This design comes from an exercise in tuning for a short achievable clock period and few clock cycles on the open sky130 flow, not from production work.
RTL that was checked went through simulation tests only; none was proved equivalent to the original.
No functional check of the RTL was part of run 5.
Power figures rest on the tool's default switching activity, not on a simulated workload.

**flow/run.sh**
```bash
#!/bin/bash
# synth_recipe.tcl (not shown) runs the flow's synth.tcl, then flattens the netlist and writes it again
# the make line also repeats each setting of config.mk as NAME=value (left out here)
make -C /OpenROAD-flow-scripts/flow DESIGN_CONFIG=/design/flow/config.mk WORK_HOME=/design/flow/orfs CLKGATE_MAP_FILE= SYNTH_SCRIPT=/design/flow/synth_recipe.tcl finish
```
**flow/config.mk**
```make
export PLATFORM = sky130hd
export DESIGN_NAME = ww_top
export DESIGN_NICKNAME = ww_top
export VERILOG_FILES = /design/flow/design.v
export SDC_FILE = /design/flow/constraint.sdc
export NUM_CORES = 4
export LEC_CHECK = 0
export CAP_MARGIN = 20
export CORE_MARGIN = 2
export CORE_UTILIZATION = 40
export SLEW_MARGIN = 20
```
**flow/constraint.sdc**
```tcl
create_clock -name core_clock -period 9.0 [get_ports {clk}]
set_input_delay 1.8000 -clock core_clock [delete_from_list [all_inputs] [get_ports {clk}]]
set_output_delay 1.8000 -clock core_clock [all_outputs]
set_load 0.01 [all_outputs]
```
**flow/design.v**
```verilog
package ww_pkg;
	localparam int WORD_W = 16;
	localparam int ADDR_W = 11;
	localparam int OP_W = 5;
	localparam logic [ADDR_W-1:0] MEM_BASE = 11'o3740;
	localparam int MEM_WORDS = 32;
	localparam int FF_WORDS = 5;	 
	localparam int MEM_IDX_W = 5;
	localparam logic [7:0] REG_CONTROL = 8'h00;
	localparam logic [7:0] REG_STATUS = 8'h04;
	localparam logic [7:0] REG_AC = 8'h08;
	localparam logic [7:0] REG_PC = 8'h0C;
	localparam logic [7:0] MEM_WINDOW = 8'h80;
	localparam logic [OP_W-1:0] OP_TS = 5'o10;	 
	localparam logic [OP_W-1:0] OP_TD = 5'o11;	 
	localparam logic [OP_W-1:0] OP_CP = 5'o16;	 
	localparam logic [OP_W-1:0] OP_SP = 5'o17;	 
	localparam logic [OP_W-1:0] OP_CA = 5'o20;
	localparam logic [OP_W-1:0] OP_CS = 5'o21;
	localparam logic [OP_W-1:0] OP_AD = 5'o22;
	localparam logic [OP_W-1:0] OP_SU = 5'o23;
endpackage
`timescale 1ns/1ps
import ww_pkg::*;
module ww_control_panel (
	input logic clk,
	input logic reset,
	input logic psel,
	input logic penable,
	input logic pwrite,
	input logic [7:0] paddr,
	input logic [WORD_W-1:0] pwdata,
	output logic [WORD_W-1:0] prdata,
	output logic pready,
	output logic pslverr,
	input logic running,
	input logic running_nxt,
	input logic alarm_nxt,
	input logic [WORD_W-1:0] ac,
	input logic [ADDR_W-1:0] pc,
	input logic [MEM_WORDS*WORD_W-1:0] mem,
	output logic start,
	output logic [ADDR_W-1:0] start_pc,
	output logic mem_we,
	output logic [MEM_IDX_W-1:0] mem_idx,
	output logic [WORD_W-1:0] mem_wdata
);
	localparam int WAIT_MAX = 60;
	logic setup;
	logic waiting;
	logic is_mem;
	logic is_ctrl;
	logic is_stat;
	logic is_ac;
	logic is_pc;
	logic err;
	logic [MEM_IDX_W-1:0] idx;
	logic slow_rd;
	logic [ADDR_W-1:0] start_sw;	 
	logic [WORD_W-1:0] fast_rd;
	logic [5:0] wcnt;
	logic stat_q;	 
	logic [MEM_IDX_W-1:0] idx_q;
	assign setup = psel && !penable;
	assign waiting = psel && penable && !pready;
	assign idx = paddr[MEM_IDX_W+1:2];
	assign is_mem = paddr[7] && (paddr[1:0] == 2'b00);
	assign is_ctrl = paddr == REG_CONTROL;
	assign is_stat = paddr == REG_STATUS;
	assign is_ac = paddr == REG_AC;
	assign is_pc = paddr == REG_PC;
	assign err = !(is_mem || is_ctrl || is_stat || is_ac || is_pc) ||
		(pwrite && (is_stat || is_ac || is_pc)) ||
		(pwrite && running && (is_ctrl || is_mem));
	assign start = setup && pwrite && is_ctrl && !err;
	assign start_pc = pwdata[ADDR_W-1:0];
	assign slow_rd = !pwrite && is_mem && (idx >= MEM_IDX_W'(FF_WORDS));
	always_comb begin
		fast_rd = '0;
		if (is_mem) begin
			for (int i = 0; i < FF_WORDS; i++) begin
				if (idx == MEM_IDX_W'(i)) begin
					fast_rd = mem[i*WORD_W +: WORD_W];
				end
			end
		end else if (is_ctrl) begin
			fast_rd = {{(WORD_W-ADDR_W){1'b0}}, start_sw};
		end else if (is_stat) begin
			fast_rd = {{(WORD_W-2){1'b0}}, alarm_nxt, running_nxt};
		end else if (is_ac) begin
			fast_rd = ac;
		end else if (is_pc) begin
			fast_rd = {{(WORD_W-ADDR_W){1'b0}}, pc};
		end
	end
	always_ff @(posedge clk or negedge reset) begin
		if (!reset) begin
			start_sw <= '0;
			pready <= 1'b1;
			pslverr <= 1'b0;
			stat_q <= 1'b0;
			wcnt <= '0;
			mem_we <= 1'b0;
		end else begin
			mem_we <= setup && pwrite && is_mem && !err;
			if (start) begin
				start_sw <= start_pc;
			end
			if (setup) begin
				pslverr <= err;
				stat_q <= !pwrite && is_stat;
				wcnt <= '0;
				pready <= !(slow_rd || (!pwrite && is_stat && running_nxt));
			end else if (waiting) begin
				wcnt <= wcnt + 1'b1;
				if (!stat_q || !running_nxt || wcnt == 6'(WAIT_MAX)) begin
					pready <= 1'b1;
				end
			end else begin
				pready <= 1'b1;
			end
		end
	end
	always_ff @(posedge clk) begin
		if (setup) begin
			prdata <= fast_rd;
			idx_q <= idx;
			mem_idx <= idx;
			mem_wdata <= pwdata;
		end else if (waiting) begin
			if (stat_q) begin
				prdata <= {{(WORD_W-2){1'b0}}, alarm_nxt, running_nxt};
			end else begin
				prdata <= mem[idx_q*WORD_W +: WORD_W];
			end
		end
	end
endmodule
`timescale 1ns/1ps
import ww_pkg::*;
module ww_sequencer (
	input logic clk,
	input logic reset,
	input logic start,	 
	input logic [ADDR_W-1:0] start_pc,
	input logic [MEM_WORDS*WORD_W-1:0] mem_fwd,
	output logic [FF_WORDS-1:0] st,
	output logic st_td,
	output logic [WORD_W-1:0] ac,
	output logic running,
	output logic running_nxt,
	output logic alarm,
	output logic alarm_nxt,
	output logic [ADDR_W-1:0] pc_out
);
	logic xv;	 
	logic [WORD_W-1:0] ir;
	logic [WORD_W-1:0] opr;
	logic [ADDR_W-1:0] pc;	 
	logic [OP_W-1:0] op;
	logic [ADDR_W-1:0] ia;
	logic ex;
	logic is_ca, is_cs, is_ad, is_su, is_ts, is_td, is_cp, is_sp;
	logic stop_op;
	logic jump;
	logic [WORD_W-1:0] seq_w;
	logic [WORD_W-1:0] w;
	logic [WORD_W-1:0] w_opr;
	logic [WORD_W-1:0] addend;
	logic [WORD_W-1:0] sum;
	logic ovf_raw;
	logic ovf;
	logic stop;
	function automatic logic [WORD_W-1:0] rd(input logic [MEM_WORDS*WORD_W-1:0] m,
		input logic [ADDR_W-1:0] a);
		rd = '0;
		if (a[ADDR_W-1:MEM_IDX_W] == '1) begin
			rd = m[a[MEM_IDX_W-1:0]*WORD_W +: WORD_W];
		end
	endfunction
	assign op = ir[WORD_W-1:ADDR_W];
	assign ia = ir[ADDR_W-1:0];
	assign ex = running && xv;
	assign is_ca = op == OP_CA;
	assign is_cs = op == OP_CS;
	assign is_ad = op == OP_AD;
	assign is_su = op == OP_SU;
	assign is_ts = op == OP_TS;
	assign is_td = op == OP_TD;
	assign is_cp = op == OP_CP;
	assign is_sp = op == OP_SP;
	assign stop_op = !(is_ca || is_cs || is_ad || is_su || is_ts || is_td || is_cp || is_sp);
	assign jump = ex && (is_sp || (is_cp && ac[WORD_W-1]));
	for (genvar i = 0; i < FF_WORDS; i++) begin : g_st
		assign st[i] = ex && (is_ts || is_td) && ia == MEM_BASE + ADDR_W'(i);
	end
	assign st_td = is_td;
	assign seq_w = rd(mem_fwd, pc);
	assign w = jump ? opr : seq_w;
	assign w_opr = rd(mem_fwd, w[ADDR_W-1:0]);
	assign addend = is_su ? ~opr : opr;
	ww_arith u_add (
		.a(ac),
		.b(addend),
		.sum(sum),
		.overflow(ovf_raw)
	);
	assign ovf = ex && (is_ad || is_su) && ovf_raw;
	assign stop = ex && (stop_op || ovf);
	assign running_nxt = start || (running && !stop);
	assign alarm_nxt = !start && (alarm || ovf);
	always_ff @(posedge clk or negedge reset) begin
		if (!reset) begin
			running <= 1'b0;
			alarm <= 1'b0;
			xv <= 1'b0;
			pc <= '0;
			pc_out <= '0;
			ac <= '0;
		end else begin
			running <= running_nxt;
			alarm <= alarm_nxt;
			if (start) begin
				xv <= 1'b0;
				pc <= start_pc;
			end else if (running) begin
				xv <= 1'b1;
				pc <= (jump ? ia : pc) + 1'b1;
			end
			if (ex) begin
				pc_out <= pc;
				if (is_ca || is_cs) begin
					ac <= is_cs ? ~opr : opr;
				end else if (is_ad || is_su) begin
					ac <= sum;	 
				end
			end
		end
	end
	always_ff @(posedge clk) begin
		if (running) begin
			ir <= w;
			opr <= w_opr;
		end
	end
endmodule
`timescale 1ns/1ps
import ww_pkg::*;
module ww_storage (
	input logic clk,
	input logic reset,
	input logic pwe,	 
	input logic [MEM_IDX_W-1:0] pidx,
	input logic [WORD_W-1:0] pdata,
	input logic [FF_WORDS-1:0] st,	 
	input logic st_td,	 
	input logic [WORD_W-1:0] ac,
	output logic [MEM_WORDS*WORD_W-1:0] q,
	output logic [MEM_WORDS*WORD_W-1:0] fwd
);
	logic [WORD_W-1:0] mem [MEM_WORDS];
	logic [WORD_W-1:0] nxt [FF_WORDS];
	for (genvar i = 0; i < MEM_WORDS; i++) begin : g_out
		assign q[i*WORD_W +: WORD_W] = mem[i];
		if (i < FF_WORDS) begin : g_ff
			always_comb begin
				nxt[i] = mem[i];
				if (pwe && pidx == MEM_IDX_W'(i)) begin
					nxt[i] = pdata;
				end else if (st[i]) begin
					nxt[i] = st_td ? {mem[i][WORD_W-1:ADDR_W], ac[ADDR_W-1:0]} : ac;
				end
			end
			assign fwd[i*WORD_W +: WORD_W] = nxt[i];
		end else begin : g_sw
			assign fwd[i*WORD_W +: WORD_W] = mem[i];
		end
	end
	always_ff @(posedge clk or negedge reset) begin
		if (!reset) begin
			for (int i = 0; i < FF_WORDS; i++) begin
				mem[i] <= '0;	 
			end
		end else begin
			for (int i = 0; i < FF_WORDS; i++) begin
				mem[i] <= nxt[i];
			end
		end
	end
	always_ff @(posedge clk) begin
		for (int i = FF_WORDS; i < MEM_WORDS; i++) begin
			if (reset && pwe && (pidx == MEM_IDX_W'(i))) begin
				mem[i] <= pdata;
			end
		end
	end
endmodule
`timescale 1ns/1ps
import ww_pkg::*;
module ww_arith (
	input logic [WORD_W-1:0] a,
	input logic [WORD_W-1:0] b,
	output logic [WORD_W-1:0] sum,
	output logic overflow
);
	logic [WORD_W-1:0] g0;
	logic [WORD_W-1:0] p0;
	logic [WORD_W-1:0] g [0:4];	 
	logic [WORD_W-1:0] p [0:4];
	logic cout;
	logic [WORD_W-1:0] carry;
	assign g0 = a & b;
	assign p0 = a ^ b;
	assign g[0] = g0;
	assign p[0] = p0;
	for (genvar l = 0; l < 4; l++) begin : g_lvl
		for (genvar i = 0; i < WORD_W; i++) begin : g_bit
			if (i >= (1 << l)) begin : g_comb
				assign g[l+1][i] = g[l][i] | (p[l][i] & g[l][i-(1<<l)]);
				assign p[l+1][i] = p[l][i] & p[l][i-(1<<l)];
			end else begin : g_pass
				assign g[l+1][i] = g[l][i];
				assign p[l+1][i] = p[l][i];
			end
		end
	end
	assign cout = g[4][WORD_W-1];
	assign carry[0] = cout;
	for (genvar i = 1; i < WORD_W; i++) begin : g_carry
		assign carry[i] = g[4][i-1] | (p[4][i-1] & cout);
	end
	assign sum = p0 ^ carry;
	assign overflow = (a[WORD_W-1] == b[WORD_W-1]) && (sum[WORD_W-1] != a[WORD_W-1]);
endmodule
`timescale 1ns/1ps
import ww_pkg::*;
module ww_top (
	input logic clk,
	input logic reset,
	input logic psel,
	input logic penable,
	input logic pwrite,
	input logic [7:0] paddr,
	input logic [WORD_W-1:0] pwdata,
	output logic [WORD_W-1:0] prdata,
	output logic pready,
	output logic pslverr
);
	logic start;
	logic [ADDR_W-1:0] start_pc;
	logic running;
	logic running_nxt;
	logic alarm;
	logic alarm_nxt;
	logic [ADDR_W-1:0] pc;
	logic [WORD_W-1:0] ac;
	logic mem_we;
	logic [MEM_IDX_W-1:0] mem_idx;
	logic [WORD_W-1:0] mem_wdata;
	logic [FF_WORDS-1:0] st;
	logic st_td;
	logic [MEM_WORDS*WORD_W-1:0] mem_q;
	logic [MEM_WORDS*WORD_W-1:0] mem_fwd;
	ww_control_panel u_panel (
		.clk(clk),
		.reset(reset),
		.psel(psel),
		.penable(penable),
		.pwrite(pwrite),
		.paddr(paddr),
		.pwdata(pwdata),
		.prdata(prdata),
		.pready(pready),
		.pslverr(pslverr),
		.running(running),
		.running_nxt(running_nxt),
		.alarm_nxt(alarm_nxt),
		.ac(ac),
		.pc(pc),
		.mem(mem_q),
		.start(start),
		.start_pc(start_pc),
		.mem_we(mem_we),
		.mem_idx(mem_idx),
		.mem_wdata(mem_wdata)
	);
	ww_sequencer u_seq (
		.clk(clk),
		.reset(reset),
		.start(start),
		.start_pc(start_pc),
		.mem_fwd(mem_fwd),
		.st(st),
		.st_td(st_td),
		.ac(ac),
		.running(running),
		.running_nxt(running_nxt),
		.alarm(alarm),
		.alarm_nxt(alarm_nxt),
		.pc_out(pc)
	);
	ww_storage u_storage (
		.clk(clk),
		.reset(reset),
		.pwe(mem_we),
		.pidx(mem_idx),
		.pdata(mem_wdata),
		.st(st),
		.st_td(st_td),
		.ac(ac),
		.q(mem_q),
		.fwd(mem_fwd)
	);
endmodule
```
==> impl_metrics.toml, run 1 <==
[critical_path]
r2r-start = "u_seq.running$_DFF_PN0_"
crit_chain = "buf_4 -> nand2_1 -> nand4b_1 -> o31ai_1 -> a31oi_1 -> mux4_2 -> a221oi_4 -> buf_4 -> inv_2 -> nor2_2 -> buf_4 -> a22oi_1 -> nand2_1 -> a22o_1"
worst_r2r_endpoint = "u_seq.opr[4]$_SDFFCE_PP0P_"
critPathMostFrequentCell = "buf_4"
critPathKind = "register to register"
cpPeakStageDelay_ps = 930
crit_start = "u_seq.running$_DFF_PN0_"
rrSetupSlack_ps = 2410
critical_path_buf_inv_count = 4
crit_slowest_cell = "nand4b_1"
crit_family = "simple AND/OR/NAND/NOR gates"
arrival_ps = 7080
startpoint_type = "register"
crit_required_ps = 9490
reg2reg_depth = 14
end_kind = "register"
path_max_fanout = 46

[die]
die_h_um = 310
die_x_um = 310
coreArea_um2 = 93000
initial_utilization_pct = 40.3
dieArea_um2 = 96200
fp-row-count = 112
pin_count = 47

[drt]
drt-initial-drc-count = 3582
routed_wl_mm = 128
drtPass1Iterations = 7
antenna_left = 0
vias = 26300
vias_per_cell = 6.51
drc = 0
routedWlPerCell_um = 31.8

[cts]
cts.sinks = 643
cts_tree = "yes"
clkTransAtPathRegs_ps = 60
ctsRootBufferMaster = "clkbuf_16"
cts_made_buffers = 73
clk_latency_ps = 650
h-tree-depth = 3
postCtsSetupBuffers = 0
cts_resized = 0
clk_path_buf_depth = 3
cts_hold_buf = 0

[synthesis]
synth-edff-count = 501
synth_ff_type = "edfxtp_1"
synth_cell_types = 78
ys_ff_latch = 643
ys_warn_count = 8
yosysTopAreaCell = "edfxtp_1"
synth_fp_nets = 2785
synth_top_area_share_pct = 40.1
ys_seq_area_share_pct = 49.6
synthCells = 2736
syn-cell-area_um2 = 37500
syn_avg_cell_area_um2 = 13.7
yosys-top-cells-area = "edfxtp_1, mux4_2, mux2i_1"
ys_async_sr_fraction_pct = 22.1

[layout]
n_antenna_cell = 0
area_delta_synth_final_pct = 12.2
finalNetCount = 2781
postLayoutCellArea_um2 = 42000
drive_above_1_share_pct = 20.9
final_cells = 4044
postLayoutCoreUtil_pct = 45.2
seq_area_um2 = 18600
num-fill-cells = 8237
multi_input_area_um2 = 18000

[grt]
antenna_found_initial = 2
grtUsageTotal_pct = 26.6
grt_overflow = 0
grt_max_degree = 135
grt_pass1_wl_mm = 186
grt_pass1_vias = 26100

[sta]
rsz0062_at_grt = "no"
finalCritPeriodShare_pct = 73.3
layout_setup_ws_ps = 2410
fin_tns_setup_ps = 0
timing_hold_violations_final = 0
relSlewSlack_pct = 23.4
skew_ps = 28.9
slew_viol_final = 0
fmax_mhz = 152
min_period_ps = 6590
whs_ps = 479
worst_pin_slew_ps = 1150
setup_viol = 0

[power_and_ir_drop]
total_power_mw = 6.75
peakVddDrop_v = 0.000121
powerDensity_nw_per_um2 = 160
p_leak_nw = 14.6

[hold_path]
whs_path_depth = 2
hold_end = "u_panel.start_sw[1]$_DFFE_PN0P_"
min-delay-path-class = "register to register"
min-delay-start = "u_panel.start_sw[1]$_DFFE_PN0P_"

[job]
maxCapViolCount = 0

[placement]
placed_cell_area_um2 = 39400
dp_cells = 3898
dp_slack_ps = 2620
gp_congestion = 0.942
portBuffers = 46
dp_hpwl_mm = 85.2

[status]
status = "timing/DRC/antenna clean"
==> layout make-up <==
cell class	count	area share, %
Clock buffer	101	4.92
Clock inverter	32	0.952
Tap cell	1254	3.73
Inverter	42	0.375
Multi-Input combinational cell	1842	42.8
Sequential cell	643	44.3
Timing Repair Buffer	130	3.00
==> worst max-delay path by stage <==
stage / to / slack, ps / depth (start not counted)
after detailed placement: u_seq.opr[4]$_SDFFCE_PP0P_ / 2620 / 14
after CTS: u_seq.opr[4]$_SDFFCE_PP0P_ / 2570 / 14
after global placement: u_seq.opr[4]$_SDFFCE_PP0P_ / 2490 / 13
final: u_seq.opr[4]$_SDFFCE_PP0P_ / 2410 / 14
after floorplan: u_seq.opr[11]$_SDFFCE_PP0P_ / 4220 / 13
after global routing: u_seq.opr[4]$_SDFFCE_PP0P_ / 2180 / 14
==> synthesized netlist by cell type (20+ instances only) <==
library cell  instances
nor2_1              149
buf_2                77
o21ai_0              85
clkbuf_1             94
dfrtp_1             141
a22oi_1              75
nand4_1              20
a221oi_1             27
nand2_1             192
inv_1                40
mux2_2               53
mux4_2              290
mux2i_1             448
xor2_1               37
a21oi_1             106
nand3_1              32
buf_1                34
a31oi_1              33
edfxtp_1            501
==> power breakdown <==
part	internal [mW]	switching [mW]	leakage [nW]
combinational	0.146	0.216	6.99
sequential	3.23	0.0276	6.43
clock	1.87	1.26	1.22
==> registers in the layout, indices dropped and copies added (netlist names) <==
| signal | cells |
|---|---|
| u_panel.mem_we | 1 |
| u_seq.ir | 16 |
| u_seq.pc_out | 11 |
| u_storage.mem | 512 |
| u_panel.mem_wdata | 16 |
| u_panel.stat_q | 1 |
| u_seq.ac | 16 |
| u_seq.opr | 16 |
| u_panel.start_sw | 11 |
| u_seq.xv | 1 |
| u_panel.pready | 1 |
| u_seq.running | 1 |
| u_panel.wcnt | 6 |
| u_seq.pc | 11 |
| u_panel.mem_idx | 5 |
| u_seq.alarm | 1 |
| u_panel.prdata | 16 |
| u_panel.pslverr | 1 |
==> cells in the final DEF, fill, tap and decap left out, drive strengths merged, types with 22 or more instances in the layout <==
master and instances:
mux2 53, inv 43, a221oi 28, nand2 193, a31oi 33, edfxtp 501
mux2i 448, a21oi 106, clkdlybuf4s50 44, a22oi 76, mux4 290, clkinv 22
buf 86, dfrtp 141, nor2 151, o21ai 87, nand3 32, clkbuf 101
xor2 37
==> worst min-delay path, cell delays in order (launching register included) <==
cell,delay [ps]
dfrtp_1,340
nand2_1,50
nand2_1,50
==> cells by family after synthesis <==
kind of cell | synth area share, %
flops | 49.6
compound gates | 8.44
xor+xnor | 1.26
mux | 31.0
simple gates | 6.19
buf+inv | 2.81
fa+ha+maj | 0.688
==> routing by layer <==
metal	global-route usage [%]	routed length (um)	vias to the layer above
met5	0	13	-
met4	9.66	4350	2
met3	5.12	12700	268
met2	42.1	60000	1541
met1	36.7	51500	13600
li1	-	-	10900
Testbench counts, summed over its fixed seeds: cycles 25,610.
==> run 2: changes to the inputs <==
--- a/flow/config.mk
+++ b/flow/config.mk
@@ -7,2 +7,3 @@
 export LEC_CHECK = 0
+export ABC_CLOCK_PERIOD_IN_PS = 2500
 export CAP_MARGIN = 20
@@ -10,2 +11,3 @@
 export CORE_UTILIZATION = 40
+export SETUP_SLACK_MARGIN = 5
 export SLEW_MARGIN = 20
==> impl_metrics.toml, run 2 <==
[power_and_ir_drop]
peakVddDrop_v = 0.000130
powerDensity_nw_per_um2 = 147
p_leak_nw = 15.8

[die]
die_h_um = 310
die_x_um = 310
pin_count = 47
dieArea_um2 = 96200
initial_utilization_pct = 40.3
coreArea_um2 = 93000
fp-row-count = 112

[grt]
grt_pass1_vias = 27200
use_met1_pct = 40.3
grt_util_met2_pct = 46.0
grt_busiest_layer = "met2"
grtUsageTotal_pct = 29.8
grt_pass1_wl_mm = 203
grt_use_met3_pct = 7.02
grt_overflow = 0
antenna_found_initial = 2
grt_max_degree = 67

[critical_path]
reg2reg_depth = 16
r2r-start = "u_seq.ir[15]$_DFFE_PP_"
rrSetupSlack_ps = 4570
end_kind = "register"
crit_required_ps = 9390
critPathKind = "register to register"
startpoint_type = "register"
arrival_ps = 4820
worst_r2r_endpoint = "u_seq.opr[11]$_SDFFCE_PP0P_"
path_max_fanout = 5

[placement]
dp_hpwl_mm = 86.0
gp_congestion = 0.939
dp_slack_ps = 3040
placed_cell_area_um2 = 39300
dp_cells = 3886
portBuffers = 46

[synthesis]
syn-cell-area_um2 = 37500
ys_async_sr_fraction_pct = 22.1
synth_fp_nets = 2785
synthTopCellsByCount = "edfxtp_1, mux2i_1, mux4_2, nand2_1, nor2_1"
synth_most_common_cell = "edfxtp_1"
synth-edff-count = 501
yosysTopAreaCell = "edfxtp_1"
ys_seq_area_share_pct = 49.6
synth_top_area_share_pct = 40.1
ys_warn_count = 8
syn_avg_cell_area_um2 = 13.7
ys_ff_latch = 643
synth_ff_type = "edfxtp_1"
synthCells = 2736
synth_cell_types = 78
yosys-top-cells-area = "edfxtp_1, mux4_2, mux2i_1"

[cts]
cts_tree = "yes"
ctsRootBufferMaster = "clkbuf_16"
clk_latency_ps = 650
cts_made_buffers = 73
h-tree-depth = 3
clk_path_buf_depth = 3
cts_hold_buf = 0
clkTransAtPathRegs_ps = 60
cts.sinks = 643

[sta]
relSlewSlack_pct = 24.0
fin_tns_setup_ps = 0
min_period_ps = 4430
worst_pin_slew_ps = 1140
setup_viol = 0
skew_ps = 35.2
finalCritPeriodShare_pct = 49.2
slew_viol_final = 0
timing_hold_violations_final = 0
layout_setup_ws_ps = 4570
rsz0062_at_grt = "yes"
fmax_mhz = 226

[hold_path]
whs_path_depth = 2
min-delay-start = "u_panel.start_sw[5]$_DFFE_PN0P_"
min-delay-path-class = "register to register"
hold_end = "u_panel.start_sw[5]$_DFFE_PN0P_"

[drt]
routedWlPerCell_um = 34.7
drtPass1Iterations = 9
drc = 0
vias_per_cell = 6.76
antenna_left = 0
drt-initial-drc-count = 4236
routed_wl_mm = 145
vias = 28200

[layout]
finalNetCount = 2909
final_cells = 4173
area_delta_synth_final_pct = 20.1
top_register = "u_storage.mem"
mostFrequentLayoutCells = "edfxtp_1, mux2i_1, mux4_2, nand2_1, dfrtp_1"
final_common_cell = "edfxtp_1"
postLayoutCoreUtil_pct = 48.4
largest_reg_flops = 512
postLayoutCellArea_um2 = 45000
drive_above_1_share_pct = 29.6

[status]
status = "timing/DRC/antenna clean"

[job]
maxCapViolCount = 0
[run 2: cell count changes in the layout (fill, tap and decap cells not counted), moves of 14 or more]
| cell | change |
|---|---|
| buf_16 | +19 |
| buf_12 | +22 |
| mux2i_1 | -33 |
| a31oi_1 | -14 |
| bufbuf_16 | +17 |
| buf_4 | +51 |
| mux2i_2 | +23 |
[run 2: stage by stage]
stage	hold slack (ps)	power (mW)
CTS	479	6.64
global route	508	6.79
detailed placement	465	3.66
global placement	459	3.66
finish	477	6.64
floorplan	444	3.50
[run 2: worst max path at each step]
stage	slack (ps)	cells after the start	from	to
floorplan	5000	13	u_panel.mem_idx[3]$_DFFE_PP_	u_seq.opr[11]$_SDFFCE_PP0P_
global placement	3300	12	u_seq.running$_DFF_PN0_	u_seq.opr[2]$_SDFFCE_PP0P_
detailed placement	3040	12	u_seq.running$_DFF_PN0_	u_seq.opr[4]$_SDFFCE_PP0P_
CTS	4740	14	u_panel.mem_idx[4]$_DFFE_PP_	u_seq.opr[8]$_SDFFCE_PP0P_
global route	4520	16	u_seq.ir[15]$_DFFE_PP_	u_seq.opr[1]$_SDFFCE_PP0P_
finish	4570	16	u_seq.ir[15]$_DFFE_PP_	u_seq.opr[11]$_SDFFCE_PP0P_
[run 2: where the power goes]
group	total, mW	internal (mW)	switching, mW	leakage, nW
combinational	0.409	0.171	0.238	8.26
clock	2.98	1.70	1.28	1.15
sequential	3.25	3.23	0.0241	6.42
[run 2: cells by family (layout without fill, tap and decap cells)]
group | Yosys count | in the layout | share of synthesized area [%]
AOI/OAI and AO/OA | 472 | 474 | 8.44
xor gates and xnor gates | 54 | 54 | 1.26
adders and majority gates | 20 | 20 | 0.688
buffers and inverters | 251 | 431 | 2.81
DFF | 643 | 643 | 49.6
muxes | 791 | 791 | 31.0
other | 0 | 1 | 0
and+or+nand+nor | 505 | 505 | 6.19
[run 2: cell type report]
| class | count | area, um^2 |
|---|---|---|
| Multi-Input combinational cell | 1844 | 18900 |
| Tap cell | 1254 | 1570 |
| Timing Repair Buffer | 256 | 3400 |
| Antenna cell | 1 | 2.50 |
| Clock buffer | 92 | 1970 |
| Inverter | 42 | 180 |
| Clock inverter | 41 | 353 |
| Fill cell | 7897 | 48000 |
| Sequential cell | 643 | 18600 |
[run 2: worst max-delay path, stage by stage, from the launching register on]
cell      delay [ps]
edfxtp_1         450
buf_4            180
nand2b_1         270
or4_4            560
nand4_1          280
buf_4            220
a211oi_1          70
and2_1           210
a221oi_4         320
buf_6            170
buf_12           130
buf_12           110
buf_16           120
mux2i_2          240
a221oi_2          90
or4_1            530
a22o_1           220
[run 2: what timing repair did]
action,CTS,global route
pin swaps,47,47
setup endpoints to repair,61,47
resized for setup,191,94
gates cloned,33,3
buffers inserted,83,23
[run 2: routing by layer]
layer  up-vias  routed length (um)
li1      11200                   -
met1     14500               54300
met2      2035               65100
met3       439               17800
met4         0                7670
met5         -                   0
==> run 3: changes to the inputs <==
--- a/flow/config.mk
+++ b/flow/config.mk
@@ -7,7 +7,9 @@
 export LEC_CHECK = 0
-export ABC_CLOCK_PERIOD_IN_PS = 2500
+export ABC_CLOCK_PERIOD_IN_PS = 2000
 export CAP_MARGIN = 20
 export CORE_MARGIN = 2
-export CORE_UTILIZATION = 40
+export CORE_UTILIZATION = 60
+export PLACE_DENSITY = 0.75
 export SETUP_SLACK_MARGIN = 5
 export SLEW_MARGIN = 20
+export TNS_END_PERCENT = 100
==> impl_metrics.toml, run 3 <==
[status]
status = "timing/DRC/antenna clean"

[job]
maxCapViolCount = 0

[cts]
h-tree-depth = 3
cts_made_buffers = 73
cts_tree = "yes"
clk_latency_ps = 640
cts.sinks = 643
clk_path_buf_depth = 3
clkTransAtPathRegs_ps = 60
ctsRootBufferMaster = "clkbuf_16"

[synthesis]
synth-edff-count = 501
synth_ff_type = "edfxtp_1"
yosys-top-cells-area = "edfxtp_1, mux4_2, mux2i_1"
synthCells = 2736
synth-xor-area-share_pct = 1.26
synth_compound_area_share_pct = 8.44
ys_warn_count = 8
ys_seq_area_share_pct = 49.6
ys_async_sr_fraction_pct = 22.1
synth_simple_gate_area_share_pct = 6.19
ys_ff_latch = 643
syn-cell-area_um2 = 37500
synth_most_common_cell = "edfxtp_1"
synth_mux_area_share_pct = 31.0
synth_fp_nets = 2785
synth_top_area_share_pct = 40.1
syn_avg_cell_area_um2 = 13.7
synth_fa_ha_area_share_pct = 0.688
synth_cell_types = 78
synth_top_family_by_area = "multiplexers"
synthTopCellsByCount = "edfxtp_1, mux2i_1, mux4_2, nand2_1, nor2_1"
yosysTopAreaCell = "edfxtp_1"

[power_and_ir_drop]
powerDensity_nw_per_um2 = 152
peakVddDrop_v = 0.000169
p_leak_nw = 15.7

[critical_path]
cpPeakStageDelay_ps = 600
crit_family = "simple AND/OR/NAND/NOR gates"
startpoint_type = "register"
path_max_fanout = 42
arrival_ps = 4880
crit_chain = "buf_6 -> clkinv_2 -> buf_8 -> nand2_1 -> or3_1 -> nand3_1 -> or3_4 -> o21a_4 -> buf_16 -> mux2i_1 -> a22oi_1 -> nand2_1 -> a22o_1"
end_kind = "register"
critPathKind = "register to register"
crit_required_ps = 9500
critPathMostFrequentCell = "nand2_1"
crit_slowest_cell = "mux2i_1"
critical_path_buf_inv_count = 4

[drt]
drt-initial-drc-count = 4552
routedWlPerCell_um = 35.4
vias_per_cell = 7.61
drc = 0
vias = 28600
drtPass1Iterations = 8
routed_wl_mm = 133
antenna_left = 0

[placement]
portBuffers = 46
dp_hpwl_mm = 80.2
gp_congestion = 0.961
dp_cells = 3489

[sta]
slew_viol_final = 0
relSlewSlack_pct = 22.6
min_period_ps = 4380
finalCritPeriodShare_pct = 48.6
setup_viol = 0
fmax_mhz = 228
timing_hold_violations_final = 0
worst_pin_slew_ps = 1160
skew_ps = 31.8
rsz0062_at_grt = "yes"
fin_tns_setup_ps = 0

[die]
die_h_um = 254
die_x_um = 254
pin_count = 47
fp-row-count = 91
coreArea_um2 = 61700
initial_utilization_pct = 60.7
dieArea_um2 = 64500

[grt]
grt_max_degree = 97
grt_pass1_vias = 27500
antenna_found_initial = 3
grt_overflow = 0
grtUsageTotal_pct = 41.1
grt_pass1_wl_mm = 190

[layout]
finalNetCount = 2909
mostFrequentLayoutCells = "edfxtp_1, mux2i_1, mux4_2, nand2_1, dfrtp_1"
final_common_cell = "edfxtp_1"
area_delta_synth_final_pct = 16.7
drive_above_1_share_pct = 27.9
final_cells = 3756
top_register = "u_storage.mem"
largest_reg_flops = 512

[hold_path]
min-delay-path-class = "register to register"
==> run 3: cell counts after synthesis <==
Identical to the previous run, type by type.
==> run 3: cell families after synthesis <==
group / count (synthesis)
muxes: 791
and+or+nand+nor: 505
buffers and inverters: 251
xor gates and xnor gates: 54
DFF: 643
AOI/OAI and AO/OA: 472
adders and majority gates: 20
==> run 3: worst register-to-register path: stages (launching register included) <==
cell      delay (ps)
dfrtp_1          370
buf_6            210
clkinv_2         360
buf_8            370
nand2_1          370
or3_1            450
nand3_1          220
or3_4            210
o21a_4           310
buf_16           340
mux2i_1          670
a22oi_1          140
nand2_1          100
a22o_1           140
==> run 3: path summary, 6_finish.rpt <==
kind	slack [ps]	from	endpoint	depth (start not counted)
max	4620	u_seq.pc[3]$_DFFE_PN0P_	u_seq.opr[8]$_SDFFCE_PP0P_	13
min	480	u_panel.start_sw[10]$_DFFE_PN0P_	u_panel.start_sw[10]$_DFFE_PN0P_	2
max reg2reg	4620	u_seq.pc[3]$_DFFE_PN0P_	u_seq.opr[8]$_SDFFCE_PP0P_	13
min reg2reg	480	u_panel.start_sw[10]$_DFFE_PN0P_	u_panel.start_sw[10]$_DFFE_PN0P_	2
max in group asynchronous	5870	reset	u_seq.pc[0]$_DFFE_PN0P_	3
min in group asynchronous	1050	reset	u_panel.wcnt[4]$_DFFE_PN0P_	1
==> run 3: per-layer routing <==
| metal | global-route usage [%] | vias up | part of all wire [%] |
|---|---|---|---|
| met3 | 13.9 | 547 | 15 |
| met2 | 60.0 | 2460 | 44 |
| met4 | 20.4 | 4 | 6.1 |
| met1 | 55.3 | 14300 | 35 |
| li1 | - | 11200 | - |
| met5 | 0 | - | 0.018 |
==> run 3: what timing repair did <==
action,CTS,global route
hold endpoints to repair,0,0
gates cloned,17,2
hold buffers,0,0
pin swaps,31,31
endpoints found under the setup margin,39,32
gates resized for setup,143,84
buffers inserted,72,29
==> run 3: layout make-up <==
class | count | area, um^2
sequential | 643 | 18600
multi-input combinational | 1844 | 18500
antenna | 1 | 2.50
clock buffer | 100 | 2000
clock inverter | 33 | 359
inverter | 42 | 175
timing repair buffer | 256 | 3000
tap | 837 | 1050
fill | 4065 | 18000
==> run 3: stage by stage <==
step | total power [mW] | setup WS [ps] | utilization [%] | hold WS [ps] | cell area, um^2
floorplan | 3.50 | 5000 | - | 444 | 37500
global placement | 3.65 | 3440 | 62.9 | 458 | 38800
detailed placement | 3.65 | 3200 | 62.9 | 466 | 38800
CTS | 6.61 | 4810 | 69.5 | 484 | 42900
global route | 6.76 | 4610 | 70.9 | 508 | 43700
finish | 6.63 | 4620 | 70.9 | 479 | 43700
==> run 3: power breakdown <==
group	internal, mW	switching, mW
logic	0.163	0.224
registers	3.23	0.0278
clock network	1.74	1.25
==> run 4: changes to the inputs <==
==> flow/flow/run.sh (new file) <==
#!/bin/bash
# Standard ORFS layout, with the timing repair aiming for extra setup slack
# (the clock period and the SDC are left as they are).
set -euo pipefail
bash standard.sh SETUP_SLACK_MARGIN=6.3 finish > flow_make.log 2>&1
==> flow/standard.sh (new file) <==
#!/bin/bash
# synth_recipe.tcl (not shown) runs the flow's synth.tcl, then flattens the netlist and writes it again
# the make line also repeats each setting of config.mk as NAME=value (left out here)
make -C /OpenROAD-flow-scripts/flow DESIGN_CONFIG=/design/flow/config.mk WORK_HOME=/design/flow/orfs CLKGATE_MAP_FILE= SYNTH_SCRIPT=/design/flow/synth_recipe.tcl "${@:-finish}"
==> flow/config.mk (replaced) <==
export PLATFORM = sky130hd
export DESIGN_NAME = ww_top
export DESIGN_NICKNAME = ww_top
export VERILOG_FILES = /design/flow/design.v
export SDC_FILE = /design/flow/constraint.sdc
export NUM_CORES = 4
export LEC_CHECK = 0
export ABC_CLOCK_PERIOD_IN_PS = 2500
export CAP_MARGIN = 20
export CORE_MARGIN = 2
export CORE_UTILIZATION = 40
export SLEW_MARGIN = 20
removed: flow/run.sh
==> impl_metrics.toml, run 4 <==
[status]
status = "timing/DRC/antenna clean"

[critical_path]
arrival_ps = 4850
crit_chain = "buf_12 -> buf_4 -> nor4b_4 -> nand2_1 -> buf_12 -> nor2_1 -> a31oi_2 -> mux4_2 -> a221oi_4 -> buf_6 -> buf_12 -> mux2i_2 -> a221oi_1 -> or4_4 -> a22o_1"
critical_path_buf_inv_count = 5
crit_family = "simple AND/OR/NAND/NOR gates"
critPathKind = "register to register"
critPathMostFrequentCell = "buf_12"
startpoint_type = "register"
end_kind = "register"
cpPeakStageDelay_ps = 590
crit_slowest_cell = "or4_4"
crit_required_ps = 9400
path_max_fanout = 27

[cts]
cts_tree = "yes"
clk_path_buf_depth = 3
cts.sinks = 643
cts_hold_buf = 0
ctsRootBufferMaster = "clkbuf_16"
cts_made_buffers = 74
clkTransAtPathRegs_ps = 70
clk_latency_ps = 660
h-tree-depth = 3

[die]
pin_count = 47
dieArea_um2 = 96200
fp-row-count = 112
initial_utilization_pct = 40.3
coreArea_um2 = 93000
die_x_um = 310
die_h_um = 310

[drt]
drt-initial-drc-count = 4283
vias_per_cell = 6.78
dr_wl_met3_mm = 19.8
routed.top_layer = "met5"
antenna_left = 0
wl_met1_mm = 55.9
vias = 29700
routed_wl_mm = 154
drtPass1Iterations = 8
routedWlPerCell_um = 35.3
wl_met2_mm = 68.4
drc = 0

[synthesis]
synth_simple_gate_area_share_pct = 6.19
ys_ff_latch = 643
synth_fp_nets = 2785
syn-cell-area_um2 = 37500
yosysTopAreaCell = "edfxtp_1"
synthCells = 2736
ys_async_sr_fraction_pct = 22.1
synth_top_area_share_pct = 40.1
synth-edff-count = 501
ys_seq_area_share_pct = 49.6
synth_fa_ha_area_share_pct = 0.688
yosys-top-cells-area = "edfxtp_1, mux4_2, mux2i_1"
synth_top_family_by_area = "multiplexers"
synth_compound_area_share_pct = 8.44
synth_cell_types = 78
ys_warn_count = 8
synth_most_common_cell = "edfxtp_1"
synth_ff_type = "edfxtp_1"
synthTopCellsByCount = "edfxtp_1, mux2i_1, mux4_2, nand2_1, nor2_1"
synth_mux_area_share_pct = 31.0
synth-xor-area-share_pct = 1.26
syn_avg_cell_area_um2 = 13.7

[sta]
layout_setup_ws_ps = 4560
min_period_ps = 4440
worst_pin_slew_ps = 1180
skew_ps = 43.3
fin_tns_setup_ps = 0
fmax_mhz = 225
setup_viol = 0
timing_hold_violations_final = 0
rsz0062_at_grt = "yes"
slew_viol_final = 0
relSlewSlack_pct = 21.1
finalCritPeriodShare_pct = 49.4

[grt]
grt_pass1_vias = 29000
grt_pass1_wl_mm = 216
antenna_found_initial = 6
grt_max_degree = 74
grtUsageTotal_pct = 31.6
grt_overflow = 0

[placement]
dp_slack_ps = 2640
dp_hpwl_mm = 85.2
gp_congestion = 0.925
portBuffers = 46

[job]
maxCapViolCount = 0

[power_and_ir_drop]
powerDensity_nw_per_um2 = 140
total_power_mw = 6.84
p_leak_nw = 17.3
peakVddDrop_v = 0.000117

[layout]
mostFrequentLayoutCells = "edfxtp_1, mux2i_1, mux4_2, buf_4, nand2_1"
finalNetCount = 3109
area_delta_synth_final_pct = 30.5
top_register = "u_storage.mem"
largest_reg_flops = 512
seq_area_um2 = 18600
multi_input_area_um2 = 20300
num-fill-cells = 7489
drive_above_1_share_pct = 40.2
final_common_cell = "edfxtp_1"

[hold_path]
min-delay-path-class = "register to register"
[run 4: cell counts after synthesis]
Identical to the previous run, type by type.
[run 4: where the power goes]
group | internal (mW) | switching, mW | leakage (nW)
Clock | 1.80 | 1.30 | 1.18
Sequential | 3.23 | 0.0272 | 6.43
Combinational | 0.207 | 0.275 | 9.73
[run 4: final timing paths]
path,cells past startpoint,startpoint,endpoint,slack [ps]
min reg2reg,2,u_seq.pc_out[3]$_DFFE_PN0P_,u_seq.pc_out[3]$_DFFE_PN0P_,490
max,15,u_panel.mem_idx[4]$_DFFE_PP_,u_seq.opr[1]$_SDFFCE_PP0P_,4560
max reg2reg,15,u_panel.mem_idx[4]$_DFFE_PP_,u_seq.opr[1]$_SDFFCE_PP0P_,4560
min,2,u_seq.pc_out[3]$_DFFE_PN0P_,u_seq.pc_out[3]$_DFFE_PN0P_,490
max in group asynchronous,2,reset,u_seq.pc[0]$_DFFE_PN0P_,6820
min in group asynchronous,1,reset,u_seq.ac[12]$_DFFE_PN0P_,1000
[run 4: layer usage]
metal / global-route usage, % / up-vias
met1: 40.4 / 15200
met5: 0 / -
met4: 18.1 / 2
met3: 9.26 / 543
li1: - / 11700
met2: 48.1 / 2239
[run 4: tightest hold or removal path: cells and delay by family, from the launching register on]
family             cells  cell delay (ps)
and+or+nand+nor        1               50
AOI/OAI and AO/OA      1               60
DFF                    1              350
[run 4: metrics by stage]
step | hold WS, ps | cell area (um^2) | util [%] | cells
after floorplan | 441 | 38600 | - | 2736
after global placement | 459 | 39800 | 42.8 | 3884
after detailed placement | 465 | 39900 | 42.8 | 3887
after CTS | 480 | 47300 | 50.9 | 4290
after global routing | 508 | 48900 | 52.6 | 4371
final | 485 | 48900 | 52.6 | 4373
[run 4: repair_timing]
item | CTS | global route
gates resized for setup | 517 | 157
setup buffers | 224 | 59
setup endpoints to repair | 648 | 301
pin swaps | 124 | 84
cloned | 49 | 6
[run 4: layout make-up]
cell class              count  area share (%)
diodes                      5          0.0256
clock buffers              91            4.04
clock inverters            39           0.903
inverters                  42           0.356
multi-input cells        1853            41.4
flip-flops and latches    643            38.1
well taps                1254            3.21
repair buffers            445            12.0
repair inverters            1          0.0153
[run 4: logic make-up (layout without fill, tap and decap cells)]
kind of cell,Yosys count,in the layout
AOI/OAI and AO/OA,472,478
xor gates and xnor gates,54,54
adders and majority gates,20,20
buffers and inverters,251,618
DFF,643,643
muxes,791,791
other,0,5
and+or+nand+nor,505,510
==> run 5: changes to the inputs <==
--- a/flow/design.v
+++ b/flow/design.v
@@ -145,3 +145,3 @@
 	input logic [ADDR_W-1:0] start_pc,
-	input logic [MEM_WORDS*WORD_W-1:0] mem_fwd,
+	input logic [MEM_WORDS*WORD_W-1:0] mem,	 
 	output logic [FF_WORDS-1:0] st,
@@ -155,6 +155,11 @@
 );
-	logic xv;	 
+	localparam logic [1:0] M_EX = 2'd0;
+	localparam logic [1:0] M_F1 = 2'd1;
+	localparam logic [1:0] M_F2 = 2'd2;
+	logic [1:0] mode;
 	logic [WORD_W-1:0] ir;
 	logic [WORD_W-1:0] opr;
+	logic [WORD_W-1:0] seqw;
 	logic [ADDR_W-1:0] pc;	 
+	logic [ADDR_W-1:0] fa;	 
 	logic [OP_W-1:0] op;
@@ -165,5 +170,11 @@
 	logic jump;
-	logic [WORD_W-1:0] seq_w;
+	logic [ADDR_W-1:0] nfa;	 
+	logic slow;
 	logic [WORD_W-1:0] w;
 	logic [WORD_W-1:0] w_opr;
+	logic [WORD_W-1:0] opr_j;
+	logic [WORD_W-1:0] opr_s;
+	logic [WORD_W-1:0] seq_j;
+	logic [WORD_W-1:0] seq_s;
+	logic hit_s;
 	logic [WORD_W-1:0] addend;
@@ -180,5 +191,18 @@
 	endfunction
+	function automatic logic [WORD_W-1:0] fwd(input logic [WORD_W-1:0] w, input logic hit,
+		input logic td, input logic [WORD_W-1:0] acc);
+		fwd = w;
+		if (hit) begin
+			fwd[ADDR_W-1:0] = acc[ADDR_W-1:0];
+			if (!td) begin
+				fwd[WORD_W-1:ADDR_W] = acc[WORD_W-1:ADDR_W];
+			end
+		end
+	endfunction
+	function automatic logic in_ff(input logic [ADDR_W-1:0] a);
+		in_ff = a[ADDR_W-1:MEM_IDX_W] == '1 && a[MEM_IDX_W-1:0] < MEM_IDX_W'(FF_WORDS);
+	endfunction
 	assign op = ir[WORD_W-1:ADDR_W];
 	assign ia = ir[ADDR_W-1:0];
-	assign ex = running && xv;
+	assign ex = running && mode == M_EX;
 	assign is_ca = op == OP_CA;
@@ -197,5 +221,11 @@
 	assign st_td = is_td;
-	assign seq_w = rd(mem_fwd, pc);
-	assign w = jump ? opr : seq_w;
-	assign w_opr = rd(mem_fwd, w[ADDR_W-1:0]);
+	assign nfa = jump ? ia : pc;
+	assign slow = in_ff(nfa);
+	assign hit_s = (st != '0) && seqw[ADDR_W-1:0] == ia;
+	assign opr_j = rd(mem, opr[ADDR_W-1:0]);
+	assign opr_s = fwd(rd(mem, seqw[ADDR_W-1:0]), hit_s, is_td, ac);
+	assign seq_j = rd(mem, ia + 1'b1);
+	assign seq_s = rd(mem, pc + 1'b1);
+	assign w = jump ? opr : seqw;
+	assign w_opr = jump ? opr_j : opr_s;
 	assign addend = is_su ? ~opr : opr;
@@ -215,4 +245,5 @@
 			alarm <= 1'b0;
-			xv <= 1'b0;
+			mode <= M_F1;
 			pc <= '0;
+			fa <= '0;
 			pc_out <= '0;
@@ -223,7 +254,21 @@
 			if (start) begin
-				xv <= 1'b0;
-				pc <= start_pc;
+				mode <= M_F1;
+				fa <= start_pc;
 			end else if (running) begin
-				xv <= 1'b1;
-				pc <= (jump ? ia : pc) + 1'b1;
+				case (mode)
+					M_F1: begin
+						mode <= M_F2;
+						pc <= fa + 1'b1;
+					end
+					M_F2: begin
+						mode <= M_EX;
+					end
+					default: begin
+						pc <= nfa + 1'b1;
+						if (slow) begin
+							mode <= M_F1;
+							fa <= nfa;
+						end
+					end
+				endcase
 			end
@@ -241,4 +286,16 @@
 		if (running) begin
-			ir <= w;
-			opr <= w_opr;
+			case (mode)
+				M_F1: begin
+					ir <= rd(mem, fa);
+				end
+				M_F2: begin
+					opr <= rd(mem, ia);
+					seqw <= rd(mem, pc);
+				end
+				default: begin
+					ir <= w;
+					opr <= w_opr;
+					seqw <= jump ? seq_j : seq_s;
+				end
+			endcase
 		end
@@ -257,4 +314,3 @@
 	input logic [WORD_W-1:0] ac,
-	output logic [MEM_WORDS*WORD_W-1:0] q,
-	output logic [MEM_WORDS*WORD_W-1:0] fwd
+	output logic [MEM_WORDS*WORD_W-1:0] q
 );
@@ -273,5 +329,2 @@
 			end
-			assign fwd[i*WORD_W +: WORD_W] = nxt[i];
-		end else begin : g_sw
-			assign fwd[i*WORD_W +: WORD_W] = mem[i];
 		end
@@ -362,3 +415,2 @@
 	logic [MEM_WORDS*WORD_W-1:0] mem_q;
-	logic [MEM_WORDS*WORD_W-1:0] mem_fwd;
 	ww_control_panel u_panel (
@@ -391,3 +443,3 @@
 		.start_pc(start_pc),
-		.mem_fwd(mem_fwd),
+		.mem(mem_q),
 		.st(st),
@@ -410,4 +462,3 @@
 		.ac(ac),
-		.q(mem_q),
-		.fwd(mem_fwd)
+		.q(mem_q)
 	);
==> impl_metrics.toml, run 5 <==
[status]
status = "timing/DRC/antenna clean"

[sta]
fin_tns_setup_ps = 0
rsz0062_at_grt = "yes"
min_period_ps = 3620
slew_viol_final = 0
setup_viol = 0
relSlewSlack_pct = 22.5
layout_setup_ws_ps = 5380
worst_pin_slew_ps = 1160
skew_ps = 46.8
timing_hold_violations_final = 0
fmax_mhz = 276
finalCritPeriodShare_pct = 40.3
whs_ps = 503

[grt]
grt_pass1_vias = 44500
grt_overflow = 0
grtUsageTotal_pct = 36.8
antenna_found_initial = 7
grt_max_degree = 87
grt_pass1_wl_mm = 375

[power_and_ir_drop]
peakVddDrop_v = 0.000136
combPwrFrac_pct = 36.3
p_seq_share_pct = 32.3
powerDensity_nw_per_um2 = 149
p_leak_nw = 24.8
p_sw_mw = 3.56
p_clk_share_pct = 31.4
internal-power_mw = 7.27
total_power_mw = 10.8
netSwitchingFraction_pct = 32.9

[layout]
seq_area_um2 = 19400
mostFrequentLayoutCells = "mux4_2, edfxtp_1, buf_4, mux2i_1, nand2_1"
area_delta_synth_final_pct = 24.5
top_register = "u_storage.mem"
largest_reg_flops = 512
finalNetCount = 3931
final_common_cell = "mux4_2"
num-fill-cells = 11600
postLayoutCellArea_um2 = 72600
multi_input_area_um2 = 39300
drive_above_1_share_pct = 58.0

[cts]
cts.sinks = 671
cts_tree = "yes"
ctsRootBufferMaster = "clkbuf_16"
h-tree-depth = 3
clk_path_buf_depth = 3
cts_made_buffers = 79
clk_latency_ps = 740
clkTransAtPathRegs_ps = 70

[synthesis]
synth_top_area_share_pct = 49.4
syn-cell-area_um2 = 58300
synth_cell_types = 71
synthTopCellsByCount = "mux4_2, edfxtp_1, mux2i_1, clkbuf_1, nand2_1"
synth-edff-count = 517
ys_async_sr_fraction_pct = 23.0
ys_warn_count = 8
synth_fp_nets = 3667
synth_ff_type = "edfxtp_1"
syn_avg_cell_area_um2 = 16.2
yosys-top-cells-area = "mux4_2, edfxtp_1, dfrtp_1"
ys_ff_latch = 671
ys_seq_area_share_pct = 33.2
synth_most_common_cell = "mux4_2"
yosysTopAreaCell = "mux4_2"
synthCells = 3609

[critical_path]
end_kind = "register"
startpoint_type = "register"
arrival_ps = 4210
path_max_fanout = 5
crit_required_ps = 9590
critPathKind = "register to register"
rrSetupSlack_ps = 5380

[placement]
gp_congestion = 0.994
dp_slack_ps = 3570
placed_cell_area_um2 = 61400
dp_hpwl_mm = 146
portBuffers = 46

[drt]
drtPass1Iterations = 9
vias = 47900
drc = 0
drt-initial-drc-count = 9239
routedWlPerCell_um = 47.8
antenna_left = 0
vias_per_cell = 8.18
routed_wl_mm = 280

[hold_path]
min-delay-path-class = "register to register"

[die]
die_h_um = 386
fp-row-count = 140
pin_count = 47
initial_utilization_pct = 40.2
dieArea_um2 = 149000
die_x_um = 386
coreArea_um2 = 145000

[job]
maxCapViolCount = 0
==> run 5: cell count changes after synthesis, moves of 32 or more <==
cell	delta
o21ai_0	+34
clkbuf_1	+118
mux4_2	+990
buf_1	+46
nor2_1	-63
mux2i_1	-213
a22oi_1	-52
buf_2	+39
o21ai_1	+32
==> run 5: layout make-up <==
| class | instances | area share, % |
|---|---|---|
| antenna | 8 | 0.0276 |
| clock buffer | 101 | 2.95 |
| clock inverter | 43 | 0.644 |
| inverter | 21 | 0.183 |
| multi-input combinational | 2512 | 54.2 |
| sequential | 671 | 26.7 |
| tap | 1917 | 3.30 |
| timing repair buffer | 587 | 12.0 |
| timing repair inverter | 1 | 0.0224 |
==> run 5: layer usage <==
metal / wire [um] / GRT usage [%] / vias to the layer above
met5: 312 / 1.04 / -
met4: 27300 / 26.4 / 14
met3: 52100 / 18.4 / 1346
met2: 114000 / 50.1 / 5450
met1: 86700 / 45.1 / 24500
li1: - / - / 16600
==> run 5: path summary, 6_finish.rpt <==
path / startpoint / endpoint / cells past startpoint
worst min register to register: u_panel.start_sw[7]$_DFFE_PN0P_ / u_panel.start_sw[7]$_DFFE_PN0P_ / 2
worst min-delay path: u_panel.start_sw[7]$_DFFE_PN0P_ / u_panel.start_sw[7]$_DFFE_PN0P_ / 2
worst max register to register: u_seq.ir[13]$_DFFE_PP_ / u_seq.ac[5]$_DFFE_PN0P_ / 16
min in group asynchronous: reset / u_seq.fa[4]$_DFFE_PN0P_ / 1
max in group asynchronous: reset / u_seq.pc[3]$_DFFE_PN0P_ / 3
worst max-delay path: u_seq.ir[13]$_DFFE_PP_ / u_seq.ac[5]$_DFFE_PN0P_ / 16
==> run 5: power groups by stage <==
stage          Combinational, mW  Clock (mW)  Sequential, mW
4_1_cts                     3.65        3.40            3.50
3_3_place_gp                2.68           0            3.59
6_report                    3.94        3.40            3.50
5_1_grt                     3.95        3.51            3.50
2_1_floorplan               1.96           0            3.51
3_5_place_dp                2.70           0            3.59
==> run 5: worst max-delay path: stages, from the launching register on <==
cell and delay (ps):
edfxtp_1 410, nor3b_2 320, and3_4 300, buf_12 140, buf_6 110, xor2_1 170
ha_1 280, nand4_1 170, o22ai_4 110, o31ai_4 350, buf_4 180, buf_6 90
a221oi_4 60, o31a_1 360, nor2_2 160, xor2_1 170, o21ai_1 90
==> run 5: repair_timing <==
| item | CTS | global route |
|---|---|---|
| pin swaps | 100 | 93 |
| resized for setup | 632 | 183 |
| hold buffers | 0 | 0 |
| buffers inserted | 209 | 88 |
| endpoints found under the hold margin | 0 | 0 |
| endpoints found under the setup margin | 756 | 375 |
| gates cloned | 87 | 17 |
==> run 5: through the flow <==
step | utilization, % | std cells
2_1_floorplan | - | 3609
3_3_place_gp | 42.2 | 5306
3_5_place_dp | 42.3 | 5307
4_1_cts | 48.5 | 5747
5_1_grt | 50.0 | 5854
6_report | 50.0 | 5861
==> run 5: logic make-up after synthesis <==
group                      share of synthesized area, %
DFF                                                33.2
and+or+nand+nor                                    3.55
AOI/OAI and AO/OA                                  4.59
muxes                                              53.9
buffers and inverters                              3.05
adders and majority gates                         0.635
xor gates and xnor gates                           1.05
==> run 6: changes to the inputs <==
--- a/flow/design.v
+++ b/flow/design.v
@@ -160,3 +160,5 @@
 	logic [WORD_W-1:0] ir;
-	logic [WORD_W-1:0] opr;
+	logic [WORD_W-1:0] opr;	 
+	logic [7:0] dec;	 
+	logic ovf_q;	 
 	logic [WORD_W-1:0] seqw;
@@ -164,6 +166,5 @@
 	logic [ADDR_W-1:0] fa;	 
-	logic [OP_W-1:0] op;
 	logic [ADDR_W-1:0] ia;
 	logic ex;
-	logic is_ca, is_cs, is_ad, is_su, is_ts, is_td, is_cp, is_sp;
+	logic is_ld, is_add, is_neg, is_ts, is_td, is_cp, is_sp;
 	logic stop_op;
@@ -179,3 +180,3 @@
 	logic hit_s;
-	logic [WORD_W-1:0] addend;
+	logic [7:0] w_dec;
 	logic [WORD_W-1:0] sum;
@@ -204,14 +205,23 @@
 	endfunction
-	assign op = ir[WORD_W-1:ADDR_W];
+	function automatic logic [7:0] decode(input logic [OP_W-1:0] o);
+		logic ld, add, neg, ts, td, cp, sp;
+		ld = o == OP_CA || o == OP_CS;
+		add = o == OP_AD || o == OP_SU;
+		neg = o == OP_CS || o == OP_SU;
+		ts = o == OP_TS;
+		td = o == OP_TD;
+		cp = o == OP_CP;
+		sp = o == OP_SP;
+		decode = {!(ld || add || ts || td || cp || sp), sp, cp, td, ts, neg, add, ld};
+	endfunction
 	assign ia = ir[ADDR_W-1:0];
-	assign ex = running && mode == M_EX;
-	assign is_ca = op == OP_CA;
-	assign is_cs = op == OP_CS;
-	assign is_ad = op == OP_AD;
-	assign is_su = op == OP_SU;
-	assign is_ts = op == OP_TS;
-	assign is_td = op == OP_TD;
-	assign is_cp = op == OP_CP;
-	assign is_sp = op == OP_SP;
-	assign stop_op = !(is_ca || is_cs || is_ad || is_su || is_ts || is_td || is_cp || is_sp);
+	assign ex = running && mode == M_EX && !ovf_q;
+	assign is_ld = dec[0];
+	assign is_add = dec[1];
+	assign is_neg = dec[2];
+	assign is_ts = dec[3];
+	assign is_td = dec[4];
+	assign is_cp = dec[5];
+	assign is_sp = dec[6];
+	assign stop_op = dec[7];
 	assign jump = ex && (is_sp || (is_cp && ac[WORD_W-1]));
@@ -229,7 +239,7 @@
 	assign w = jump ? opr : seqw;
-	assign w_opr = jump ? opr_j : opr_s;
-	assign addend = is_su ? ~opr : opr;
+	assign w_dec = decode(w[WORD_W-1:ADDR_W]);
+	assign w_opr = (jump ? opr_j : opr_s) ^ {WORD_W{w_dec[2]}};
 	ww_arith u_add (
 		.a(ac),
-		.b(addend),
+		.b(opr),
 		.sum(sum),
@@ -237,6 +247,6 @@
 	);
-	assign ovf = ex && (is_ad || is_su) && ovf_raw;
-	assign stop = ex && (stop_op || ovf);
+	assign ovf = ex && is_add && ovf_raw;
+	assign stop = ovf_q || (ex && stop_op);
 	assign running_nxt = start || (running && !stop);
-	assign alarm_nxt = !start && (alarm || ovf);
+	assign alarm_nxt = !start && (alarm || ovf_q);
 	always_ff @(posedge clk or negedge reset) begin
@@ -245,2 +255,3 @@
 			alarm <= 1'b0;
+			ovf_q <= 1'b0;
 			mode <= M_F1;
@@ -253,2 +264,3 @@
 			alarm <= alarm_nxt;
+			ovf_q <= ovf;
 			if (start) begin
@@ -276,5 +288,5 @@
 				pc_out <= pc;
-				if (is_ca || is_cs) begin
-					ac <= is_cs ? ~opr : opr;
-				end else if (is_ad || is_su) begin
+				if (is_ld) begin
+					ac <= opr;
+				end else if (is_add) begin
 					ac <= sum;	 
@@ -289,5 +301,6 @@
 					ir <= rd(mem, fa);
+					dec <= decode(rd(mem, fa) >> ADDR_W);
 				end
 				M_F2: begin
-					opr <= rd(mem, ia);
+					opr <= rd(mem, ia) ^ {WORD_W{is_neg}};
 					seqw <= rd(mem, pc);
@@ -296,2 +309,3 @@
 					ir <= w;
+					dec <= w_dec;
 					opr <= w_opr;
==> impl_metrics.toml, run 6 <==
[status]
status = "timing/DRC/antenna clean"

[job]
maxCapViolCount = 0

[cts]
cts_made_buffers = 84
clkTransAtPathRegs_ps = 70
clk_path_buf_depth = 3
ctsRootBufferMaster = "clkbuf_16"
cts.sinks = 675
clk_latency_ps = 760
h-tree-depth = 3
cts_tree = "yes"

[critical_path]
critPathKind = "register to register"
startpoint_type = "register"
path_max_fanout = 7
end_kind = "register"
arrival_ps = 3770
crit_required_ps = 9500

[die]
coreArea_um2 = 147000
die_x_um = 388
pin_count = 47
die_h_um = 388
fp-row-count = 141
dieArea_um2 = 151000
initial_utilization_pct = 40.1

[grt]
grtUsageTotal_pct = 36.7
grt_overflow = 0
grt_pass1_vias = 46400
grt_pass1_wl_mm = 383
grt_max_degree = 117
antenna_found_initial = 8

[power_and_ir_drop]
p_leak_nw = 25.1
powerDensity_nw_per_um2 = 150
p_seq_share_pct = 31.2
p_sw_mw = 3.58
peakVddDrop_v = 0.000262
p_clk_share_pct = 32.3
netSwitchingFraction_pct = 32.3
internal-power_mw = 7.52
combPwrFrac_pct = 36.5

[sta]
skew_ps = 52.2
whs_ps = 472
fmax_mhz = 305
worst_pin_slew_ps = 1080
relSlewSlack_pct = 27.7
setup_viol = 0
finalCritPeriodShare_pct = 36.4
min_period_ps = 3280
rsz0062_at_grt = "yes"
slew_viol_final = 0
timing_hold_violations_final = 0
fin_tns_setup_ps = 0

[synthesis]
synthCells = 3776
synth_ff_type = "edfxtp_1"
synth_most_common_cell = "mux4_2"
yosys-top-cells-area = "mux4_2, edfxtp_1, dfrtp_1"
synth_fp_nets = 3834
yosysTopAreaCell = "mux4_2"
ys_ff_latch = 675
synthTopCellsByCount = "mux4_2, edfxtp_1, mux2i_1, clkbuf_1, nand2_1"
syn-cell-area_um2 = 59100
synth_top_area_share_pct = 48.0
ys_seq_area_share_pct = 33.0
syn_avg_cell_area_um2 = 15.7
synth_cell_types = 72
synth-edff-count = 520
ys_async_sr_fraction_pct = 23.0
ys_warn_count = 8

[hold_path]
min-delay-path-class = "register to register"

[layout]
postLayoutCoreUtil_pct = 50.1
largest_reg_flops = 512
final_cells = 6042
top_register = "u_storage.mem"
drive_above_1_share_pct = 56.8
finalNetCount = 4098
num-fill-cells = 11600
mostFrequentLayoutCells = "mux4_2, edfxtp_1, buf_4, mux2i_1, nand2_1"
area_delta_synth_final_pct = 24.9
final_common_cell = "mux4_2"

[drt]
antenna_left = 0
routed_wl_mm = 285
vias_per_cell = 8.19
drtPass1Iterations = 7
vias = 49500
drt-initial-drc-count = 8917
routedWlPerCell_um = 47.2
drc = 0

[placement]
gp_congestion = 0.989
dp_hpwl_mm = 150
dp_cells = 5476
portBuffers = 46
[run 6: changes by cell type after synthesis, sizes merged, moves of 14 or more]
cell / change
nor2: +48
a211oi: +39
buf: -34
nor2b: +34
clkbuf: +33
xor2: -27
nand2: +25
a22oi: +21
mux4: -20
nor3b: -19
a21oi: -14
nor3: +14
[run 6: final cells by class]
type                    instances  area, um^2  area share (%)
multi-input cells            2663       40100            54.3
inverters                      32         164           0.222
flip-flops and latches        675       19500            26.5
repair inverters                3        23.8          0.0322
clock buffers                  93        2220            3.01
well taps                    1930        2410            3.27
clock inverters                58         548           0.742
diodes                          7        17.5          0.0237
repair buffers                581        8790            11.9
[run 6: cells by family (layout without fill, tap and decap cells)]
group / after synthesis / in the layout / share of synthesized area (%)
AOI/OAI and AO/OA: 495 / 497 / 5.64
buffers and inverters: 442 / 767 / 3.15
DFF: 675 / 675 / 33.0
muxes: 1528 / 1528 / 52.6
adders and majority gates: 29 / 29 / 0.627
and+or+nand+nor: 568 / 570 / 4.43
other: 0 / 7 / 0
xor gates and xnor gates: 39 / 39 / 0.578
[run 6: through the flow]
| stage | power, mW | cell area (um^2) | setup WS [ps] |
|---|---|---|---|
| global route | 11.3 | 73800 | 5700 |
| floorplan | 5.72 | 60200 | 5480 |
| global placement | 6.41 | 62000 | 3740 |
| CTS | 10.8 | 71600 | 5790 |
| detailed placement | 6.43 | 62100 | 3640 |
| finish | 11.1 | 73800 | 5720 |
[run 6: worst paths after layout]
check | to | startpoint | slack, ps | cells past startpoint
setup / recovery | u_seq.seqw[1]$_DFFE_PP_ | u_seq.ir[0]$_DFFE_PP_ | 5720 | 11
hold / removal | u_seq.pc_out[7]$_DFFE_PN0N_ | u_seq.pc_out[7]$_DFFE_PN0N_ | 470 | 2
setup reg to reg | u_seq.seqw[1]$_DFFE_PP_ | u_seq.ir[0]$_DFFE_PP_ | 5720 | 11
hold reg to reg | u_seq.pc_out[7]$_DFFE_PN0N_ | u_seq.pc_out[7]$_DFFE_PN0N_ | 470 | 2
max in group asynchronous | u_seq.pc[4]$_DFFE_PN0P_ | reset | 6580 | 3
min in group asynchronous | u_storage.mem[0][0]$_DFFE_PN0P_ | reset | 930 | 1
[run 6: repair_timing]
action	4_1_cts	5_1_grt
setup buffers	210	80
hold buffers	0	0
cloned	97	15
pin swaps	99	84
resized for setup	633	203
hold endpoints to repair	0	0
endpoints found under the setup margin	762	365
[run 6: power groups by stage]
stage,clock [mW],sequential (mW),combinational [mW]
3_3_place_gp,0,3.61,2.80
6_report,3.58,3.46,4.05
2_1_floorplan,0,3.50,2.22
5_1_grt,3.70,3.46,4.10
4_1_cts,3.57,3.47,3.73
3_5_place_dp,0,3.62,2.81
[run 6: critical path, stage by stage (launching register included)]
cell,delay [ps]
edfxtp_1,430
clkbuf_16,210
inv_8,30
ha_4,340
buf_12,180
buf_12,150
buf_16,150
mux4_2,540
mux4_2,490
mux2i_1,160
o22ai_1,110
o21a_1,210
[run 6: metal layers]
layer,vias to the layer above,part of all wire (%),global-route usage [%]
li1,17200,-,-
met1,25200,31,44.5
met2,5608,40,49.8
met3,1497,19,19.6
met4,14,9.8,25.8
met5,-,0.061,0.128
Testbench counts of run 6, summed over its fixed seeds: cycles 25,770.

[afterwards: timing with drivers on the ports]
No port has a modelled driver above. Below, the same layouts with a new extraction and two added sets of constraints. Step 1 sets driving cells, clkbuf_16 on the clock port and buf_2 on the other inputs (assumed; they add their load-dependent delay and slew). Step 2 adds t to the input delays and takes it off the output delays; t is the mean of the earliest and latest rising clock arrival at the registers after step 1. Input paths then give back, and output paths get back, about the clock's delay inside the block. Slacks: no drivers / after step 1 / after step 2; pairs: no drivers / after step 1.
run	shift t [ns]	setup slack, ns	worst setup path after step 2	latest minus earliest clock arrival (ns)
run 1	0.702	2.406 / 2.406 / 2.406	register to register	0.029 / 0.029
run 2	0.703	4.574 / 4.574 / 4.422	input to register	0.036 / 0.036
run 3	0.688	4.623 / 4.623 / 4.326	input to register	0.032 / 0.032
run 4	0.712	4.555 / 4.555 / 4.555	register to register	0.047 / 0.046
run 5	0.802	5.377 / 5.377 / 4.872	input to register	0.050 / 0.050
run 6	0.811	5.723 / 5.723 / 5.237	input to register	0.054 / 0.053
After both steps setup and hold are still met in every run listed. For run 5, which loses most, drivers alone change the setup slack by 0.000 ns; drivers and shift together by -0.505 ns.
